Context: an optimization exercise on an open-source flow, tuned for small area. The choices shown serve that exercise and are no tape-out recipe.
Power is estimated from default activity; no workload was simulated. The flow treats the clock pin as an ideal source, which a real chip does not have.

==> flow/design.v <==
package cpu_types_pkg;
   typedef logic [31:0] word_t;
   typedef logic [4:0]  reg_addr_t;
   typedef logic [4:0]  alu_op_t;    
   typedef logic [1:0]  wd_sel_t;
   localparam wd_sel_t wd_alu  = 2'd0;
   localparam wd_sel_t wd_pc4  = 2'd1;
   localparam wd_sel_t wd_load = 2'd3;
   typedef enum logic [1:0] {
      step_fetch  = 2'd0,
      step_decode = 2'd1,
      step_mem    = 2'd2,
      step_write  = 2'd3
   } step_t;
   typedef struct packed {
      logic    pc_enable;
      logic    pc_load;
      logic    reg_re1;
      logic    reg_re2;
      logic    reg_we;
      logic    alu_sel1;       
      logic    alu_sel2;       
      alu_op_t alu_op;
      logic    target_load;
      wd_sel_t wd_sel;
      logic    ram_addr_sel;   
      logic    inst_load;
      logic    inst_mux_sel;   
   } ctrl_t;
   typedef struct packed {
      logic [6:0] opcode;
      logic [2:0] funct3;
      logic       bit20;
      logic       bit30;
      logic       cmp_out;
   } decode_t;
endpackage
package isa_pkg;
   typedef enum logic [6:0] {
      OP_IMM   = 7'b0010011,
      LUI      = 7'b0110111,
      AUIPC    = 7'b0010111,
      OP       = 7'b0110011,
      JAL      = 7'b1101111,
      JALR     = 7'b1100111,
      BRANCH   = 7'b1100011,
      LOAD     = 7'b0000011,
      STORE    = 7'b0100011,
      MISC_MEM = 7'b0001111,
      SYSTEM   = 7'b1110011
   } opcode_t;
   localparam logic [2:0] f3_add_sub = 3'b000;
   localparam logic [2:0] f3_sll     = 3'b001;
   localparam logic [2:0] f3_slt     = 3'b010;
   localparam logic [2:0] f3_sltu    = 3'b011;
   localparam logic [2:0] f3_xor     = 3'b100;
   localparam logic [2:0] f3_srl_sra = 3'b101;
   localparam logic [2:0] f3_or      = 3'b110;
   localparam logic [2:0] f3_and     = 3'b111;
   localparam logic [2:0] f3_beq  = 3'b000;
   localparam logic [2:0] f3_bne  = 3'b001;
   localparam logic [2:0] f3_blt  = 3'b100;
   localparam logic [2:0] f3_bge  = 3'b101;
   localparam logic [2:0] f3_bltu = 3'b110;
   localparam logic [2:0] f3_bgeu = 3'b111;
endpackage
`timescale 1ns/1ps
module cpu_top (
   input  logic        clk,
   input  logic        reset,
   input  logic [31:0] ram_rdata,
   output logic [31:0] ram_addr,
   output logic [31:0] ram_wdata,
   output logic        ram_re,
   output logic        ram_we,
   output logic        halt
);
   logic [3:0]  c;
   logic        run;        
   logic [31:2] ir;
   logic [31:0] pc;         
   logic [31:0] sd;         
   logic [11:0] ea;         
   logic        alc;        
   logic        pcc;        
   logic        eq;         
   logic        cond;       
   logic [3:0]  sd_in;      
   logic [2:0]  ph;
   logic        f2;
   assign ph = c[2:0];
   assign f2 = c[3];
   logic [4:0] rs1, rs2, rd;
   logic [2:0] f3;
   logic i6, i5, i4, i3, i2;
   assign rs1 = ir[19:15];
   assign rs2 = ir[24:20];
   assign rd  = ir[11:7];
   assign f3  = ir[14:12];
   assign {i6, i5, i4, i3, i2} = ir[6:2];
   logic is_sys, is_jal, is_jalr, is_branch, is_lui, is_auipc;
   logic is_load, is_store, is_alu, is_op, is_shift, is_slt;
   assign is_sys    = i6 & i4;
   assign is_jal    = i3;
   assign is_jalr   = i6 & i2 & ~i3;
   assign is_branch = i6 & ~i4 & ~i2;
   assign is_lui    = ~i6 & i2 & i5;
   assign is_auipc  = ~i6 & i2 & ~i5;
   assign is_load   = ~i6 & ~i4 & ~i2 & ~i5;
   assign is_store  = ~i6 & ~i4 & ~i2 & i5;
   assign is_alu    = ~i6 & i4 & ~i2;
   assign is_op     = is_alu & i5;
   assign is_shift  = is_alu & (f3[1:0] == 2'b01);
   assign is_slt    = is_alu & (f3[2:1] == 2'b01);
   logic       fu, fj, fb, fs, fsb, sg;
   logic [3:0] imm_d;
   assign fu  = ~i6 & i2;           
   assign fj  = i3;                 
   assign fb  = i6 & ~i2;           
   assign fs  = ~i6 & i5 & ~i2;     
   assign fsb = fs | fb;
   assign sg  = ir[31];
   always_comb begin
      case (ph)
         3'd0:    imm_d = fu ? 4'b0 : {fsb ? ir[10:8] : ir[23:21],
                                       fs ? ir[7] : ~fsb & ~fj & ir[20]};
         3'd1:    imm_d = fu ? 4'b0 : fsb ? {ir[27:25], ir[11]} : ir[27:24];
         3'd2:    imm_d = fu ? 4'b0 : {fj ? ir[20] : fb ? ir[7] : sg, ir[30:28]};
         3'd3:    imm_d = (fu | fj) ? ir[15:12] : {4{sg}};
         3'd4:    imm_d = (fu | fj) ? ir[19:16] : {4{sg}};
         3'd5:    imm_d = fu ? ir[23:20] : {4{sg}};
         3'd6:    imm_d = fu ? ir[27:24] : {4{sg}};
         default: imm_d = fu ? ir[31:28] : {4{sg}};
      endcase
   end
   logic [127:0] taps;
   logic [3:0]   wd;
   logic         wen;
   assign taps[3:0] = 4'b0;
   for (genvar k = 1; k < 32; k++) begin : g_rf
      logic [31:0] r;
      always_ff @(posedge clk) begin
         r <= {(wen && rd == k) ? wd : r[3:0], r[31:4]};
      end
      assign taps[4*k +: 4] = r[3:0];
   end
   logic [3:0] pa, pb, pct;
   logic [63:0] a1, b1;
   logic [31:0] a2, b2;
   logic [15:0] a3, b3;
   logic [7:0]  a4, b4;
   for (genvar i = 0; i < 16; i++) begin : g_m1
      assign a1[4*i +: 4] = rs1[0] ? taps[8*i+4 +: 4] : taps[8*i +: 4];
      assign b1[4*i +: 4] = rs2[0] ? taps[8*i+4 +: 4] : taps[8*i +: 4];
   end
   for (genvar i = 0; i < 8; i++) begin : g_m2
      assign a2[4*i +: 4] = rs1[1] ? a1[8*i+4 +: 4] : a1[8*i +: 4];
      assign b2[4*i +: 4] = rs2[1] ? b1[8*i+4 +: 4] : b1[8*i +: 4];
   end
   for (genvar i = 0; i < 4; i++) begin : g_m3
      assign a3[4*i +: 4] = rs1[2] ? a2[8*i+4 +: 4] : a2[8*i +: 4];
      assign b3[4*i +: 4] = rs2[2] ? b2[8*i+4 +: 4] : b2[8*i +: 4];
   end
   for (genvar i = 0; i < 2; i++) begin : g_m4
      assign a4[4*i +: 4] = rs1[3] ? a3[8*i+4 +: 4] : a3[8*i +: 4];
      assign b4[4*i +: 4] = rs2[3] ? b3[8*i+4 +: 4] : b3[8*i +: 4];
   end
   assign pa = rs1[4] ? a4[7:4] : a4[3:0];
   assign pb = rs2[4] ? b4[7:4] : b4[3:0];
   assign pct = pc[3:0];
   logic       a_zero, a_pc, b_rs2, sub;
   logic [3:0] a, b, bx, logic_r, alu_out;
   logic [4:0] sum;
   logic       cin;
   assign a_zero = ~f2 & (is_lui | is_shift);
   assign a_pc   = f2 ? (is_jal | is_branch) : is_auipc;
   assign b_rs2  = ~f2 & (is_op | is_branch);
   assign sub    = ~f2 & (is_branch | is_slt | (is_op & f3 == 3'b000 & ir[30]) |
                          (is_shift & ~f3[2]));
   assign a  = a_zero ? 4'b0 : a_pc ? pct : pa;
   assign b  = b_rs2 ? pb : imm_d;
   assign bx = b ^ {4{sub}};
   assign cin = (ph == 3'd0) ? sub : alc;
   assign sum = {1'b0, a} + {1'b0, bx} + {4'b0, cin};
   always_comb begin
      case (f3[1:0])
         2'b10:   logic_r = a | b;
         2'b11:   logic_r = a & b;
         default: logic_r = a ^ b;
      endcase
   end
   assign alu_out = (is_alu & f3[2]) ? logic_r : sum[3:0];
   logic lt, cmp, eq_now;
   assign eq_now = (a == b) & (ph == 3'd0 | eq);
   assign lt  = ~sum[4] ^ ((is_branch ? ~f3[1] : ~f3[0]) & (a[3] ^ b[3]));
   assign cmp = is_branch ? ((f3[2] ? lt : eq_now) ^ f3[0]) : lt;
   logic [4:0] pca;
   logic       tgt;
   logic [3:0] pc_in;
   assign pca = {1'b0, pct} + {2'b0, f2 & ph == 3'd0, 2'b0} + {4'b0, ph != 3'd0 & pcc};
   assign tgt = is_jal | is_jalr | (is_branch & cond);
   always_comb begin
      if (!run)
         pc_in = 4'b0;
      else if (f2 & tgt)
         pc_in = {alu_out[3:1], alu_out[0] & (ph != 3'd0)};
      else
         pc_in = pca[3:0];
   end
   logic [2:0] q, ia;
   logic       left, vh;
   logic [3:0] s0, ta, hv, shp, shd;
   logic [7:0] fun;
   assign q    = ea[4:2];
   assign left = ~f3[2] & (ea[4:0] != 5'd0);
   assign ia   = q + 3'd1;
   assign s0   = f2 ? sd[3:0] : sd_in;
   always_comb begin
      case (ia)
         3'd0:    ta = s0;
         3'd1:    ta = sd[7:4];
         3'd2:    ta = sd[11:8];
         3'd3:    ta = sd[15:12];
         3'd4:    ta = sd[19:16];
         3'd5:    ta = sd[23:20];
         3'd6:    ta = sd[27:24];
         default: ta = sd[31:28];
      endcase
   end
   assign vh  = ({1'b0, c} + {2'b0, q} <= 5'd14) ^ left;
   assign hv  = vh ? ta : {4{f3[2] & ir[30] & cond}};
   assign fun = {hv, shp} >> ea[1:0];
   assign shd = fun[3:0];
   logic [3:0] loadd;
   assign loadd = (ph == 3'd7) ? sd[31:28] : ram_rdata[4*ph +: 4];
   always_comb begin
      if (!f2)
         wd = alu_out;
      else if (is_jal | is_jalr)
         wd = pca[3:0];
      else if (is_load)
         wd = loadd;
      else if (is_slt)
         wd = {3'b0, cond & (ph == 3'd0)};
      else
         wd = shd;
   end
   logic w1, w2;
   assign w1  = (is_alu & ~is_shift & ~is_slt) | is_lui | is_auipc;
   assign w2  = is_jal | is_jalr | is_load | is_shift | is_slt;
   assign wen = run & (f2 ? w2 : w1);
   always_comb begin
      if (!f2)
         sd_in = is_store ? pb : pa;
      else if (is_load)
         sd_in = ram_rdata[31:28];
      else
         sd_in = sd[3:0];
   end
   always_ff @(posedge clk) begin
      pc  <= {pc_in, pc[31:4]};
      sd  <= {sd_in, sd[31:4]};
      alc <= sum[4];
      pcc <= pca[4];
      eq  <= eq_now;
      shp <= hv;
      if (c == 4'd7) cond <= is_shift ? pa[3] : cmp;
      if (c == 4'd0) ea[3:0]  <= alu_out;
      if (c == 4'd1) ea[7:4]  <= alu_out;
      if (c == 4'd2) ea[11:8] <= alu_out;
      if (c == 4'd15 && !halt) ir <= ram_rdata[31:2];
      if (reset) begin
         c   <= 4'd8;
         run <= 1'b0;
      end else begin
         c <= c + 4'd1;
         if (c == 4'd15) run <= 1'b1;
      end
   end
   assign halt      = run & is_sys;
   assign ram_we    = run & is_store & (c == 4'd7);
   assign ram_re    = ~ram_we;
   assign ram_addr  = {20'b0, (c == 4'd14) ? {pc[19:12], pc[11:10]} : ea[11:2], 2'b0};
   assign ram_wdata = {pb, sd[31:4]};
endmodule
clock: 10.0 ns
lec_check: 0
cap_margin: 0
core_margin: 2
core_utilization: 60
slew_margin: 0
standard.sh (not shown) runs the stock make flow with config.mk's settings and CLKGATE_MAP_FILE= SYNTH_SCRIPT=/design/flow/synth_recipe.tcl, a recipe that flattens the netlist after the stock synthesis.
==> flow/flow/run.sh <==
#!/bin/bash
# Own flow: the standard layout with port buffers of the smallest buffer and a
# clock tree without dummy loads. Each tool's output goes to its own log.
export BUFFER_PORTS_ARGS="-buffer_cell sky130_fd_sc_hd__buf_1"
export CTS_ARGS="-sink_clustering_enable -repair_clock_nets -dont_use_dummy_load -buf_list sky130_fd_sc_hd__clkbuf_16 -sink_clustering_size 36 -sink_clustering_max_diameter 70"
bash standard.sh > standard.log 2>&1
The starting point went through all stages and came out clean.
Next try:
--- a/flow/design.v
+++ b/flow/design.v
@@ -78,9 +78,9 @@
    logic [3:0]  c;
    logic        run;        
    logic [31:2] ir;
    logic [31:0] pc;         
-   logic [31:0] sd;         
+   logic [27:0] sd;         
    logic [11:0] ea;         
    logic        alc;        
    logic        pcc;        
    logic        eq;         
@@ -208,32 +208,31 @@
          pc_in = pca[3:0];
    end
    logic [2:0] q, ia;
    logic       left, vh;
-   logic [3:0] s0, ta, hv, shp, shd;
+   logic [3:0] ta, hv, shp, shd;
    logic [7:0] fun;
    assign q    = ea[4:2];
    assign left = ~f3[2] & (ea[4:0] != 5'd0);
    assign ia   = q + 3'd1;
-   assign s0   = f2 ? sd[3:0] : sd_in;
    always_comb begin
       case (ia)
-         3'd0:    ta = s0;
-         3'd1:    ta = sd[7:4];
-         3'd2:    ta = sd[11:8];
-         3'd3:    ta = sd[15:12];
-         3'd4:    ta = sd[19:16];
-         3'd5:    ta = sd[23:20];
-         3'd6:    ta = sd[27:24];
-         default: ta = sd[31:28];
+         3'd0:    ta = pa;
+         3'd1:    ta = sd[3:0];
+         3'd2:    ta = sd[7:4];
+         3'd3:    ta = sd[11:8];
+         3'd4:    ta = sd[15:12];
+         3'd5:    ta = sd[19:16];
+         3'd6:    ta = sd[23:20];
+         default: ta = sd[27:24];
       endcase
    end
    assign vh  = ({1'b0, c} + {2'b0, q} <= 5'd14) ^ left;
    assign hv  = vh ? ta : {4{f3[2] & ir[30] & cond}};
    assign fun = {hv, shp} >> ea[1:0];
    assign shd = fun[3:0];
    logic [3:0] loadd;
-   assign loadd = (ph == 3'd7) ? sd[31:28] : ram_rdata[4*ph +: 4];
+   assign loadd = (ph == 3'd7) ? sd[27:24] : ram_rdata[4*ph +: 4];
    always_comb begin
       if (!f2)
          wd = alu_out;
       else if (is_jal | is_jalr)
@@ -254,21 +253,19 @@
          sd_in = is_store ? pb : pa;
       else if (is_load)
          sd_in = ram_rdata[31:28];
       else
-         sd_in = sd[3:0];
+         sd_in = pa;
    end
    always_ff @(posedge clk) begin
       pc  <= {pc_in, pc[31:4]};
-      sd  <= {sd_in, sd[31:4]};
+      sd  <= {sd_in, sd[27:4]};
       alc <= sum[4];
       pcc <= pca[4];
       eq  <= eq_now;
       shp <= hv;
       if (c == 4'd7) cond <= is_shift ? pa[3] : cmp;
-      if (c == 4'd0) ea[3:0]  <= alu_out;
-      if (c == 4'd1) ea[7:4]  <= alu_out;
-      if (c == 4'd2) ea[11:8] <= alu_out;
+      if (c[3:2] == 2'b00 && c != 4'd3) ea <= {alu_out, ea[11:4]};
       if (c == 4'd15 && !halt) ir <= ram_rdata[31:2];
       if (reset) begin
          c   <= 4'd8;
          run <= 1'b0;
@@ -280,6 +277,6 @@
    assign halt      = run & is_sys;
    assign ram_we    = run & is_store & (c == 4'd7);
    assign ram_re    = ~ram_we;
    assign ram_addr  = {20'b0, (c == 4'd14) ? {pc[19:12], pc[11:10]} : ea[11:2], 2'b0};
-   assign ram_wdata = {pb, sd[31:4]};
+   assign ram_wdata = {pb, sd};
 endmodule
=> Clock-buffer cell count rises by 1; utilization rises by 0.75 points; global-route usage rises by 0.40 points; die area rises by 1.6%; sequential power is about the same; clock power stays flat; worst hold slack loses 0.046 ns; non-clock buffer count stays the same; setup slack loses 0.22 ns.
Function was not checked in any run of this note: the RTL went through the layout flow alone.

[static timing again, ports no longer ideal]
The results above use ideal ports. As a check the final layouts listed here were re-extracted and re-timed, cells and wires unchanged. Step 1: set_driving_cell puts a clkbuf_16 on clk and a buf_2 on each other input, an assumption about the parent block. Step 2, shift: input delay + t, output delay - t, t = (earliest + latest rising clock arrival at the registers) / 2. This alone moves slack from input paths to output paths. Slacks: no drivers / after step 1 / after step 2; pairs: no drivers / after step 1.
run	t (ns)	slack for setup (ns)	clock arrival spread, ns
the first run	0.637	4.509 / 4.509 / 4.509	0.092 / 0.091
the second run	0.638	4.289 / 4.289 / 4.289	0.102 / 0.102
After both steps every run listed still meets setup and hold.
